This design comes from an exercise in tuning for a short achievable clock period and few clock cycles per item on the open sky130 flow, not from production work. RTL that was checked went through simulation tests only; none was proved equivalent to the original. Power and IR drop assume default switching activity.

==> inputs of run R <==
==> flow/design.v <==
`default_nettype none
package srcPkg;
    localparam int InstrWidth   = 32;   
    localparam int RegCount     = 16;
    localparam int RegAddrWidth = 4;    
    localparam int ImmWidth     = 19;   
    localparam int OpcodeWidth  = 5;
    localparam logic [OpcodeWidth-1:0] OpAdd  = 5'd3;
    localparam logic [OpcodeWidth-1:0] OpSub  = 5'd4;
    localparam logic [OpcodeWidth-1:0] OpAnd  = 5'd5;
    localparam logic [OpcodeWidth-1:0] OpOr   = 5'd6;
    localparam logic [OpcodeWidth-1:0] OpShr  = 5'd7;
    localparam logic [OpcodeWidth-1:0] OpShra = 5'd8;
    localparam logic [OpcodeWidth-1:0] OpShl  = 5'd9;
    localparam logic [OpcodeWidth-1:0] OpRor  = 5'd10;
    localparam logic [OpcodeWidth-1:0] OpRol  = 5'd11;
    localparam logic [OpcodeWidth-1:0] OpAddi = 5'd12;
    localparam logic [OpcodeWidth-1:0] OpAndi = 5'd13;
    localparam logic [OpcodeWidth-1:0] OpOri  = 5'd14;
    localparam logic [OpcodeWidth-1:0] OpNeg    = 5'd17;   
    localparam logic [OpcodeWidth-1:0] OpNot    = 5'd18;
    localparam logic [OpcodeWidth-1:0] OpBranch = 5'd19;   
    typedef struct packed {
        logic [InstrWidth-1:0]   x;         
        logic [InstrWidth-1:0]   y;         
        logic                    cin;       
        logic [InstrWidth-1:0]   shHi;      
        logic [InstrWidth-1:0]   shLo;      
        logic [4:0]              shAmt;     
        logic                    selAdd;
        logic                    selAnd;
        logic                    selOr;
        logic                    selShR;
        logic                    selShL;
        logic [RegAddrWidth-1:0] destReg;
        logic                    writes;
        logic                    branchTaken;
        logic                    illegal;
    } DecodedOp;
endpackage
`default_nettype wire
`default_nettype none
module regBank (
    input  logic                                     Clock,
    input  logic                                     rstN,
    input  logic                                     wrEn,
    input  logic [srcPkg::RegAddrWidth-1:0]          wrAddr,
    input  logic [srcPkg::InstrWidth-1:0]            wrData,
    output logic [srcPkg::RegCount*srcPkg::InstrWidth-1:0] regsFlat,
    output logic [srcPkg::RegCount-1:0]              regZero,
    output logic [srcPkg::RegCount-1:0]              regNeg
);
    for (genvar i = 0; i < srcPkg::RegCount; i++) begin : g_reg
        logic [srcPkg::InstrWidth-1:0] r;   
        always_ff @(posedge Clock) begin
            if (!rstN) r <= '0;
            else if (wrEn && wrAddr == i) r <= wrData;
        end
        assign regsFlat[i*srcPkg::InstrWidth +: srcPkg::InstrWidth] = r;
        assign regZero[i] = (r == '0);
        assign regNeg[i]  = r[srcPkg::InstrWidth-1];
    end
endmodule
`default_nettype wire
`default_nettype none
module instrDecode (
    input  logic [srcPkg::InstrWidth-1:0]            instr,
    input  logic [srcPkg::RegCount*srcPkg::InstrWidth-1:0] regsFlat,
    input  logic [srcPkg::RegCount-1:0]              regZero,
    input  logic [srcPkg::RegCount-1:0]              regNeg,
    output srcPkg::DecodedOp                         dec
);
    localparam int W = srcPkg::InstrWidth;
    logic [4:0]  op;
    logic [3:0]  ra, rb, rc;
    logic [1:0]  cond;
    logic [W-1:0] imm, bVal, cVal, bRev;
    logic [15:0] rbHot, rcHot, raHot;
    logic isAdd, isSub, isAnd, isOr, isShr, isShra, isShl, isRor, isRol;
    logic isAddi, isAndi, isOri, isNeg, isNot, isBr;
    logic zeroA, negA, condMet;
    assign op   = instr[31:27];
    assign ra   = instr[26:23];
    assign rb   = instr[22:19];
    assign rc   = instr[18:15];
    assign cond = instr[20:19];
    assign imm  = {{(W - srcPkg::ImmWidth){instr[18]}}, instr[18:0]};
    always_comb begin
        for (int i = 0; i < 16; i++) begin
            rbHot[i] = (rb == i);
            rcHot[i] = (rc == i);
            raHot[i] = (ra == i);
        end
    end
    always_comb begin
        bVal  = '0;
        cVal  = '0;
        zeroA = 1'b0;
        negA  = 1'b0;
        for (int i = 0; i < 16; i++) begin
            bVal  = bVal  | ({W{rbHot[i]}} & regsFlat[i*W +: W]);
            cVal  = cVal  | ({W{rcHot[i]}} & regsFlat[i*W +: W]);
            zeroA = zeroA | (raHot[i] & regZero[i]);
            negA  = negA  | (raHot[i] & regNeg[i]);
        end
    end
    always_comb begin
        for (int i = 0; i < W; i++) bRev[i] = bVal[W-1-i];
    end
    assign isAdd  = (op == srcPkg::OpAdd);
    assign isSub  = (op == srcPkg::OpSub);
    assign isAnd  = (op == srcPkg::OpAnd);
    assign isOr   = (op == srcPkg::OpOr);
    assign isShr  = (op == srcPkg::OpShr);
    assign isShra = (op == srcPkg::OpShra);
    assign isShl  = (op == srcPkg::OpShl);
    assign isRor  = (op == srcPkg::OpRor);
    assign isRol  = (op == srcPkg::OpRol);
    assign isAddi = (op == srcPkg::OpAddi);
    assign isAndi = (op == srcPkg::OpAndi);
    assign isOri  = (op == srcPkg::OpOri);
    assign isNeg  = (op == srcPkg::OpNeg);
    assign isNot  = (op == srcPkg::OpNot);
    assign isBr   = (op == srcPkg::OpBranch);
    always_comb begin
        case (cond)
            2'd0:    condMet = zeroA;
            2'd1:    condMet = !zeroA;
            2'd2:    condMet = negA;
            default: condMet = !negA;
        endcase
    end
    logic useImm, unary, leftSh;
    assign useImm = isAddi | isAndi | isOri;
    assign unary  = isNeg | isNot;
    assign leftSh = isShl | isRol;
    always_comb begin
        dec = '0;
        dec.x   = unary ? '0 : bVal;
        dec.y   = useImm ? imm : isSub ? ~cVal : unary ? ~bVal : cVal;
        dec.cin = isSub | isNeg;
        dec.shLo  = leftSh ? bRev : bVal;
        dec.shHi  = isRor ? bVal : isRol ? bRev : isShra ? {W{bVal[W-1]}} : '0;
        dec.shAmt = cVal[4:0];
        dec.selAdd = isAdd | isSub | isAddi | isNeg;
        dec.selAnd = isAnd | isAndi;
        dec.selOr  = isOr | isOri | isNot;
        dec.selShR = isShr | isShra | isRor;
        dec.selShL = leftSh;
        dec.destReg     = ra;
        dec.writes      = isAdd | isSub | isAnd | isOr | isShr | isShra | isShl | isRor |
                          isRol | isAddi | isAndi | isOri | isNeg | isNot;
        dec.branchTaken = isBr & condMet;
        dec.illegal     = !(dec.writes | isBr);
    end
endmodule
`default_nettype wire
`default_nettype none
module aluExecute (
    input  srcPkg::DecodedOp              dec,
    output logic [srcPkg::InstrWidth-1:0] value
);
    localparam int W = srcPkg::InstrWidth;
    logic [W-1:0] p, g, sum, sh, shRev;
    logic [2*W-1:0] funnel;
    assign p = dec.x ^ dec.y;
    assign g = dec.x & dec.y;
    logic [W-1:0] gk [6];
    logic [W-1:0] pk [6];
    always_comb begin
        gk[0] = g;
        pk[0] = p;
        gk[0][0] = g[0] | (p[0] & dec.cin);
        for (int k = 0; k < 5; k++) begin
            for (int i = 0; i < W; i++) begin
                if (i >= (1 << k)) begin
                    gk[k+1][i] = gk[k][i] | (pk[k][i] & gk[k][i - (1 << k)]);
                    pk[k+1][i] = pk[k][i] & pk[k][i - (1 << k)];
                end else begin
                    gk[k+1][i] = gk[k][i];
                    pk[k+1][i] = pk[k][i];
                end
            end
        end
        sum[0] = p[0] ^ dec.cin;
        for (int i = 1; i < W; i++) sum[i] = p[i] ^ gk[5][i-1];
    end
    assign funnel = {dec.shHi, dec.shLo} >> dec.shAmt;
    assign sh     = funnel[W-1:0];
    always_comb begin
        for (int i = 0; i < W; i++) shRev[i] = sh[W-1-i];
    end
    assign value = ({W{dec.selAdd}} & sum) |
                   ({W{dec.selAnd}} & g) |
                   ({W{dec.selOr}}  & (p | g)) |
                   ({W{dec.selShR}} & sh) |
                   ({W{dec.selShL}} & shRev);
endmodule
`default_nettype wire
`default_nettype none
module resultStage (
    input  logic                  Clock,
    input  logic                  rstN,
    input  logic                  req,
    input  srcPkg::DecodedOp      decNext,
    output srcPkg::DecodedOp      dec,
    output logic                  ack
);
    always_ff @(posedge Clock) begin
        if (!rstN) ack <= 1'b0;
        else       ack <= req;
    end
    always_ff @(posedge Clock) begin
        if (!ack) dec <= decNext;
    end
endmodule
`default_nettype wire
`default_nettype none
module srcCore (
    input  logic                            Clock,
    input  logic                            rstN,
    input  logic                            req,
    input  logic [srcPkg::InstrWidth-1:0]   instr,
    output logic                            ack,
    output logic [srcPkg::InstrWidth-1:0]   result,
    output logic [srcPkg::RegAddrWidth-1:0] resultReg,
    output logic                            wrote,
    output logic                            branchTaken,
    output logic                            illegal
);
    logic [srcPkg::RegCount*srcPkg::InstrWidth-1:0] regsFlat;
    logic [srcPkg::RegCount-1:0] regZero, regNeg;
    srcPkg::DecodedOp            decNext, dec;
    logic [srcPkg::InstrWidth-1:0] value;
    regBank regBank_inst (
        .Clock    (Clock),
        .rstN     (rstN),
        .wrEn     (ack && dec.writes),   
        .wrAddr   (dec.destReg),
        .wrData   (value),
        .regsFlat (regsFlat),
        .regZero  (regZero),
        .regNeg   (regNeg)
    );
    instrDecode instrDecode_inst (
        .instr    (instr),
        .regsFlat (regsFlat),
        .regZero  (regZero),
        .regNeg   (regNeg),
        .dec      (decNext)
    );
    resultStage resultStage_inst (
        .Clock   (Clock),
        .rstN    (rstN),
        .req     (req),
        .decNext (decNext),
        .dec     (dec),
        .ack     (ack)
    );
    aluExecute aluExecute_inst (
        .dec   (dec),
        .value (value)
    );
    assign result      = value;
    assign resultReg   = dec.destReg;
    assign wrote       = dec.writes;
    assign branchTaken = dec.branchTaken;
    assign illegal     = dec.illegal;
endmodule
`default_nettype wire
==> flow/run.sh <==
#!/bin/bash
# synth_recipe.tcl (not shown) runs the flow's synth.tcl, then flattens the netlist and writes it again
# the make line also repeats each setting of config.mk as NAME=value (left out here)
make -C /OpenROAD-flow-scripts/flow DESIGN_CONFIG=/design/flow/config.mk WORK_HOME=/design/flow/orfs CLKGATE_MAP_FILE= SYNTH_SCRIPT=/design/flow/synth_recipe.tcl finish
==> flow/config.mk <==
export PLATFORM = sky130hd
export DESIGN_NAME = srcCore
export DESIGN_NICKNAME = srcCore
export VERILOG_FILES = /design/flow/design.v
export SDC_FILE = /design/flow/constraint.sdc
export NUM_CORES = 4
export LEC_CHECK = 0
export ABC_CLOCK_PERIOD_IN_PS = 2000
export CAP_MARGIN = 20
export CORE_MARGIN = 2
export CORE_UTILIZATION = 40
export SETUP_SLACK_MARGIN = 4.4
export SLEW_MARGIN = 20
export TNS_END_PERCENT = 100
==> flow/constraint.sdc <==
create_clock -name core_clock -period 8.0 [get_ports {Clock}]
set_input_delay 1.6000 -clock core_clock [delete_from_list [all_inputs] [get_ports {Clock}]]
set_output_delay 1.6000 -clock core_clock [all_outputs]
set_load 0.01 [all_outputs]
==> run K (differences from run R) <==
--- a/flow/design.v
+++ b/flow/design.v
@@ -21,15 +21,14 @@
     localparam logic [OpcodeWidth-1:0] OpNot    = 5'd18;
     localparam logic [OpcodeWidth-1:0] OpBranch = 5'd19;   
     typedef struct packed {
-        logic [InstrWidth-1:0]   x;         
-        logic [InstrWidth-1:0]   y;         
+        logic [InstrWidth-1:0]   p;         
+        logic [InstrWidth-1:0]   gs;        
+        logic [InstrWidth-1:0]   ps;        
         logic                    cin;       
-        logic [InstrWidth-1:0]   shHi;      
-        logic [InstrWidth-1:0]   shLo;      
-        logic [4:0]              shAmt;     
+        logic [InstrWidth-1:0]   logicRes;  
+        logic [InstrWidth+6:0]   shMid;     
+        logic [2:0]              shFine;    
         logic                    selAdd;
-        logic                    selAnd;
-        logic                    selOr;
         logic                    selShR;
         logic                    selShL;
         logic [RegAddrWidth-1:0] destReg;
@@ -134,44 +133,20 @@
     assign useImm = isAddi | isAndi | isOri;
     assign unary  = isNeg | isNot;
     assign leftSh = isShl | isRol;
-    always_comb begin
-        dec = '0;
-        dec.x   = unary ? '0 : bVal;
-        dec.y   = useImm ? imm : isSub ? ~cVal : unary ? ~bVal : cVal;
-        dec.cin = isSub | isNeg;
-        dec.shLo  = leftSh ? bRev : bVal;
-        dec.shHi  = isRor ? bVal : isRol ? bRev : isShra ? {W{bVal[W-1]}} : '0;
-        dec.shAmt = cVal[4:0];
-        dec.selAdd = isAdd | isSub | isAddi | isNeg;
-        dec.selAnd = isAnd | isAndi;
-        dec.selOr  = isOr | isOri | isNot;
-        dec.selShR = isShr | isShra | isRor;
-        dec.selShL = leftSh;
-        dec.destReg     = ra;
-        dec.writes      = isAdd | isSub | isAnd | isOr | isShr | isShra | isShl | isRor |
-                          isRol | isAddi | isAndi | isOri | isNeg | isNot;
-        dec.branchTaken = isBr & condMet;
-        dec.illegal     = !(dec.writes | isBr);
-    end
-endmodule
-`default_nettype wire
-`default_nettype none
-module aluExecute (
-    input  srcPkg::DecodedOp              dec,
-    output logic [srcPkg::InstrWidth-1:0] value
-);
-    localparam int W = srcPkg::InstrWidth;
-    logic [W-1:0] p, g, sum, sh, shRev;
+    logic [W-1:0]   x, y, p, g;
+    logic [W-1:0]   gk [3];
+    logic [W-1:0]   pk [3];
     logic [2*W-1:0] funnel;
-    assign p = dec.x ^ dec.y;
-    assign g = dec.x & dec.y;
-    logic [W-1:0] gk [6];
-    logic [W-1:0] pk [6];
-    always_comb begin
+    logic [W-1:0]   shLo, shHi;
+    always_comb begin
+        x = unary ? '0 : bVal;
+        y = useImm ? imm : isSub ? ~cVal : unary ? ~bVal : cVal;
+        p = x ^ y;
+        g = x & y;
         gk[0] = g;
         pk[0] = p;
-        gk[0][0] = g[0] | (p[0] & dec.cin);
-        for (int k = 0; k < 5; k++) begin
+        gk[0][0] = g[0] | (p[0] & (isSub | isNeg));
+        for (int k = 0; k < 2; k++) begin
             for (int i = 0; i < W; i++) begin
                 if (i >= (1 << k)) begin
                     gk[k+1][i] = gk[k][i] | (pk[k][i] & gk[k][i - (1 << k)]);
@@ -182,17 +157,62 @@
                 end
             end
         end
-        sum[0] = p[0] ^ dec.cin;
-        for (int i = 1; i < W; i++) sum[i] = p[i] ^ gk[5][i-1];
-    end
-    assign funnel = {dec.shHi, dec.shLo} >> dec.shAmt;
-    assign sh     = funnel[W-1:0];
+        shLo   = leftSh ? bRev : bVal;
+        shHi   = isRor ? bVal : isRol ? bRev : isShra ? {W{bVal[W-1]}} : '0;
+        funnel = {shHi, shLo} >> {cVal[4:3], 3'b000};
+    end
+    always_comb begin
+        dec = '0;
+        dec.p        = p;
+        dec.gs       = gk[2];
+        dec.ps       = pk[2];
+        dec.cin      = isSub | isNeg;
+        dec.logicRes = ({W{isAnd | isAndi}} & g) | ({W{isOr | isOri | isNot}} & (x | y));
+        dec.shMid    = funnel[W+6:0];
+        dec.shFine   = cVal[2:0];
+        dec.selAdd = isAdd | isSub | isAddi | isNeg;
+        dec.selShR = isShr | isShra | isRor;
+        dec.selShL = leftSh;
+        dec.destReg     = ra;
+        dec.writes      = isAdd | isSub | isAnd | isOr | isShr | isShra | isShl | isRor |
+                          isRol | isAddi | isAndi | isOri | isNeg | isNot;
+        dec.branchTaken = isBr & condMet;
+        dec.illegal     = !(dec.writes | isBr);
+    end
+endmodule
+`default_nettype wire
+`default_nettype none
+module aluExecute (
+    input  srcPkg::DecodedOp              dec,
+    output logic [srcPkg::InstrWidth-1:0] value
+);
+    localparam int W = srcPkg::InstrWidth;
+    logic [W-1:0] sum, sh, shRev;
+    logic [W-1:0] gk [4];
+    logic [W-1:0] pk [4];
+    always_comb begin
+        gk[0] = dec.gs;
+        pk[0] = dec.ps;
+        for (int k = 0; k < 3; k++) begin
+            for (int i = 0; i < W; i++) begin
+                if (i >= (4 << k)) begin
+                    gk[k+1][i] = gk[k][i] | (pk[k][i] & gk[k][i - (4 << k)]);
+                    pk[k+1][i] = pk[k][i] & pk[k][i - (4 << k)];
+                end else begin
+                    gk[k+1][i] = gk[k][i];
+                    pk[k+1][i] = pk[k][i];
+                end
+            end
+        end
+        sum[0] = dec.p[0] ^ dec.cin;
+        for (int i = 1; i < W; i++) sum[i] = dec.p[i] ^ gk[3][i-1];
+    end
+    assign sh = W'(dec.shMid >> dec.shFine);
     always_comb begin
         for (int i = 0; i < W; i++) shRev[i] = sh[W-1-i];
     end
     assign value = ({W{dec.selAdd}} & sum) |
-                   ({W{dec.selAnd}} & g) |
-                   ({W{dec.selOr}}  & (p | g)) |
+                   dec.logicRes |
                    ({W{dec.selShR}} & sh) |
                    ({W{dec.selShL}} & shRev);
 endmodule
==> run G (differences from run R) <==
--- a/flow/design.v
+++ b/flow/design.v
@@ -21,15 +21,14 @@
     localparam logic [OpcodeWidth-1:0] OpNot    = 5'd18;
     localparam logic [OpcodeWidth-1:0] OpBranch = 5'd19;   
     typedef struct packed {
-        logic [InstrWidth-1:0]   x;         
-        logic [InstrWidth-1:0]   y;         
+        logic [InstrWidth-1:0]   p;         
+        logic [InstrWidth-1:0]   gs;        
+        logic [InstrWidth-1:0]   ps;        
         logic                    cin;       
-        logic [InstrWidth-1:0]   shHi;      
-        logic [InstrWidth-1:0]   shLo;      
-        logic [4:0]              shAmt;     
+        logic [InstrWidth-1:0]   logicRes;  
+        logic [InstrWidth+6:0]   shMid;     
+        logic [2:0]              shFine;    
         logic                    selAdd;
-        logic                    selAnd;
-        logic                    selOr;
         logic                    selShR;
         logic                    selShL;
         logic [RegAddrWidth-1:0] destReg;
@@ -134,44 +133,20 @@
     assign useImm = isAddi | isAndi | isOri;
     assign unary  = isNeg | isNot;
     assign leftSh = isShl | isRol;
-    always_comb begin
-        dec = '0;
-        dec.x   = unary ? '0 : bVal;
-        dec.y   = useImm ? imm : isSub ? ~cVal : unary ? ~bVal : cVal;
-        dec.cin = isSub | isNeg;
-        dec.shLo  = leftSh ? bRev : bVal;
-        dec.shHi  = isRor ? bVal : isRol ? bRev : isShra ? {W{bVal[W-1]}} : '0;
-        dec.shAmt = cVal[4:0];
-        dec.selAdd = isAdd | isSub | isAddi | isNeg;
-        dec.selAnd = isAnd | isAndi;
-        dec.selOr  = isOr | isOri | isNot;
-        dec.selShR = isShr | isShra | isRor;
-        dec.selShL = leftSh;
-        dec.destReg     = ra;
-        dec.writes      = isAdd | isSub | isAnd | isOr | isShr | isShra | isShl | isRor |
-                          isRol | isAddi | isAndi | isOri | isNeg | isNot;
-        dec.branchTaken = isBr & condMet;
-        dec.illegal     = !(dec.writes | isBr);
-    end
-endmodule
-`default_nettype wire
-`default_nettype none
-module aluExecute (
-    input  srcPkg::DecodedOp              dec,
-    output logic [srcPkg::InstrWidth-1:0] value
-);
-    localparam int W = srcPkg::InstrWidth;
-    logic [W-1:0] p, g, sum, sh, shRev;
+    logic [W-1:0]   x, y, p, g;
+    logic [W-1:0]   gk [3];
+    logic [W-1:0]   pk [3];
     logic [2*W-1:0] funnel;
-    assign p = dec.x ^ dec.y;
-    assign g = dec.x & dec.y;
-    logic [W-1:0] gk [6];
-    logic [W-1:0] pk [6];
-    always_comb begin
+    logic [W-1:0]   shLo, shHi;
+    always_comb begin
+        x = unary ? '0 : bVal;
+        y = useImm ? imm : isSub ? ~cVal : unary ? ~bVal : cVal;
+        p = x ^ y;
+        g = x & y;
         gk[0] = g;
         pk[0] = p;
-        gk[0][0] = g[0] | (p[0] & dec.cin);
-        for (int k = 0; k < 5; k++) begin
+        gk[0][0] = g[0] | (p[0] & (isSub | isNeg));
+        for (int k = 0; k < 2; k++) begin
             for (int i = 0; i < W; i++) begin
                 if (i >= (1 << k)) begin
                     gk[k+1][i] = gk[k][i] | (pk[k][i] & gk[k][i - (1 << k)]);
@@ -182,17 +157,62 @@
                 end
             end
         end
-        sum[0] = p[0] ^ dec.cin;
-        for (int i = 1; i < W; i++) sum[i] = p[i] ^ gk[5][i-1];
-    end
-    assign funnel = {dec.shHi, dec.shLo} >> dec.shAmt;
-    assign sh     = funnel[W-1:0];
+        shLo   = leftSh ? bRev : bVal;
+        shHi   = isRor ? bVal : isRol ? bRev : isShra ? {W{bVal[W-1]}} : '0;
+        funnel = {shHi, shLo} >> {cVal[4:3], 3'b000};
+    end
+    always_comb begin
+        dec = '0;
+        dec.p        = p;
+        dec.gs       = gk[2];
+        dec.ps       = pk[2];
+        dec.cin      = isSub | isNeg;
+        dec.logicRes = ({W{isAnd | isAndi}} & g) | ({W{isOr | isOri | isNot}} & (x | y));
+        dec.shMid    = funnel[W+6:0];
+        dec.shFine   = cVal[2:0];
+        dec.selAdd = isAdd | isSub | isAddi | isNeg;
+        dec.selShR = isShr | isShra | isRor;
+        dec.selShL = leftSh;
+        dec.destReg     = ra;
+        dec.writes      = isAdd | isSub | isAnd | isOr | isShr | isShra | isShl | isRor |
+                          isRol | isAddi | isAndi | isOri | isNeg | isNot;
+        dec.branchTaken = isBr & condMet;
+        dec.illegal     = !(dec.writes | isBr);
+    end
+endmodule
+`default_nettype wire
+`default_nettype none
+module aluExecute (
+    input  srcPkg::DecodedOp              dec,
+    output logic [srcPkg::InstrWidth-1:0] value
+);
+    localparam int W = srcPkg::InstrWidth;
+    logic [W-1:0] sum, sh, shRev;
+    logic [W-1:0] gk [4];
+    logic [W-1:0] pk [4];
+    always_comb begin
+        gk[0] = dec.gs;
+        pk[0] = dec.ps;
+        for (int k = 0; k < 3; k++) begin
+            for (int i = 0; i < W; i++) begin
+                if (i >= (4 << k)) begin
+                    gk[k+1][i] = gk[k][i] | (pk[k][i] & gk[k][i - (4 << k)]);
+                    pk[k+1][i] = pk[k][i] & pk[k][i - (4 << k)];
+                end else begin
+                    gk[k+1][i] = gk[k][i];
+                    pk[k+1][i] = pk[k][i];
+                end
+            end
+        end
+        sum[0] = dec.p[0] ^ dec.cin;
+        for (int i = 1; i < W; i++) sum[i] = dec.p[i] ^ gk[3][i-1];
+    end
+    assign sh = W'(dec.shMid >> dec.shFine);
     always_comb begin
         for (int i = 0; i < W; i++) shRev[i] = sh[W-1-i];
     end
     assign value = ({W{dec.selAdd}} & sum) |
-                   ({W{dec.selAnd}} & g) |
-                   ({W{dec.selOr}}  & (p | g)) |
+                   dec.logicRes |
                    ({W{dec.selShR}} & sh) |
                    ({W{dec.selShL}} & shRev);
 endmodule
--- a/flow/config.mk
+++ b/flow/config.mk
@@ -6,9 +6,9 @@
 export NUM_CORES = 4
 export LEC_CHECK = 0
 export ABC_CLOCK_PERIOD_IN_PS = 2000
-export CAP_MARGIN = 20
+export CAP_MARGIN = 30
 export CORE_MARGIN = 2
 export CORE_UTILIZATION = 40
 export SETUP_SLACK_MARGIN = 4.4
-export SLEW_MARGIN = 20
+export SLEW_MARGIN = 30
 export TNS_END_PERCENT = 100
==> notes <==
Sequential share of layout area: run K < run G < run R. The lowest clock power belongs to run R, the highest to run G. The lowest worst setup slack belongs to run R, the highest to run K. The lowest non-clock buffer count belongs to run R, the highest to run K. Of run G and run R, run G has the higher maximum frequency (gap 12%, measured against run R). Cell area: run R < run G < run K. Synthesized area is the same in run K and run G. Critical path depth: run R is higher than run K (1). Via count: run G is larger than run R (about 8%). Clock skew: run K > run G > run R. Run R ran to the end with no violations. Run K finished with max-capacitance violations left. Run G finished but fails on max-capacitance violations, max-slew violations.
==> figures <==
Slew @ Worst Pin: run G 1490 ps; run R 1360 ps; run K 1450 ps
Finished Core Util: run G 57.1%; run R 49.8%; run K 57.4%
Final-layout worst hold slack: run G 541 ps; run R 544 ps; run K 543 ps
First-iteration detailed-routing DRC count: run G 8076; run R 7253; run K 7914
Worst setup slack after placement: run G 1750 ps; run R 1720 ps; run K 1570 ps
Terminus of the critical flop-to-flop path: run G resultStage_inst.dec[1]; run R regBank_inst.g_reg[10].r[3]; run K resultStage_inst.dec[1]
Endpoint of the worst hold path: run G regBank_inst.g_reg[2].r[13]; run R regBank_inst.g_reg[2].r[7]; run K regBank_inst.g_reg[14].r[7]
Reg area: run G 15500 um^2; run R 14600 um^2; run K 15500 um^2
Tapcells: run G 1276; run R 1254; run K 1276
R2R Setup Slk: run G 4550 ps; run R 4350 ps; run K 4520 ps
Xor-xnor portion of the synthesized cell area: run G 0.669%; run R 0.509%; run K 0.669%
Max Freq: run G 203 MHz; run R 181 MHz; run K 203 MHz
Layout cells sized above 1: run G 35.6%; run R 20.2%; run K 35.9%
Final WL: run G 244000 um; run R 211000 um; run K 244000 um
Width of the chip: run G 317 um; run R 312 um; run K 317 um
Highest cell delay on the worst timing path: run G 510 ps; run R 490 ps; run K 490 ps
Register-to-Register Path Depth: run G 7; run R 19; run K 7
Pin count of the biggest net entering global routing: run G 196; run R 190; run K 196
Seq cells post-synth: run G 688; run R 658; run K 688
Outcome: run G failed layout checks; run R no timing/DRC/antenna violations; run K failed layout checks
Reasons for failing layout checks: run G max-capacitance violations, max-slew violations; run R -; run K max-capacitance violations
Final cycle utilization of the critical path: run G 61.5%; run R 69.1%; run K 61.5%
Testbench counts of run K, summed over its fixed seeds: cycles 6,400, items 3,200.
Testbench counts of run G, summed over its fixed seeds: cycles 6,400, items 3,200.
No functional check of the RTL was part of run R.

-- static timing again, ports no longer ideal --
The flow's constraints put no driver on any port. The routed layouts listed below were extracted and timed again, unchanged, in two steps. Step 1 assumes that a clkbuf_16 drives the clock port and a buf_2 every other input. Step 2 moves the port delays by t, midway between the first and last clock arrival at a register: inputs arrive t later, outputs are due t later. That takes back most of the time a late clock gives input paths. Slacks: no drivers / after step 1 / after step 2; pairs: no drivers / after step 1.
run | t, ns | setup slack, ns | worst data-port slew with drivers (ns)
run R | 0.746 | 2.469 / 2.393 / 3.139 | 0.12
run K | 0.750 | 3.083 / 3.013 / 2.918 | 0.38
run G | 0.759 | 3.083 / 3.013 / 2.808 | 0.42
The setup slack of run G, which loses most, moves by -0.070 ns with the drivers and by -0.275 ns with both steps.
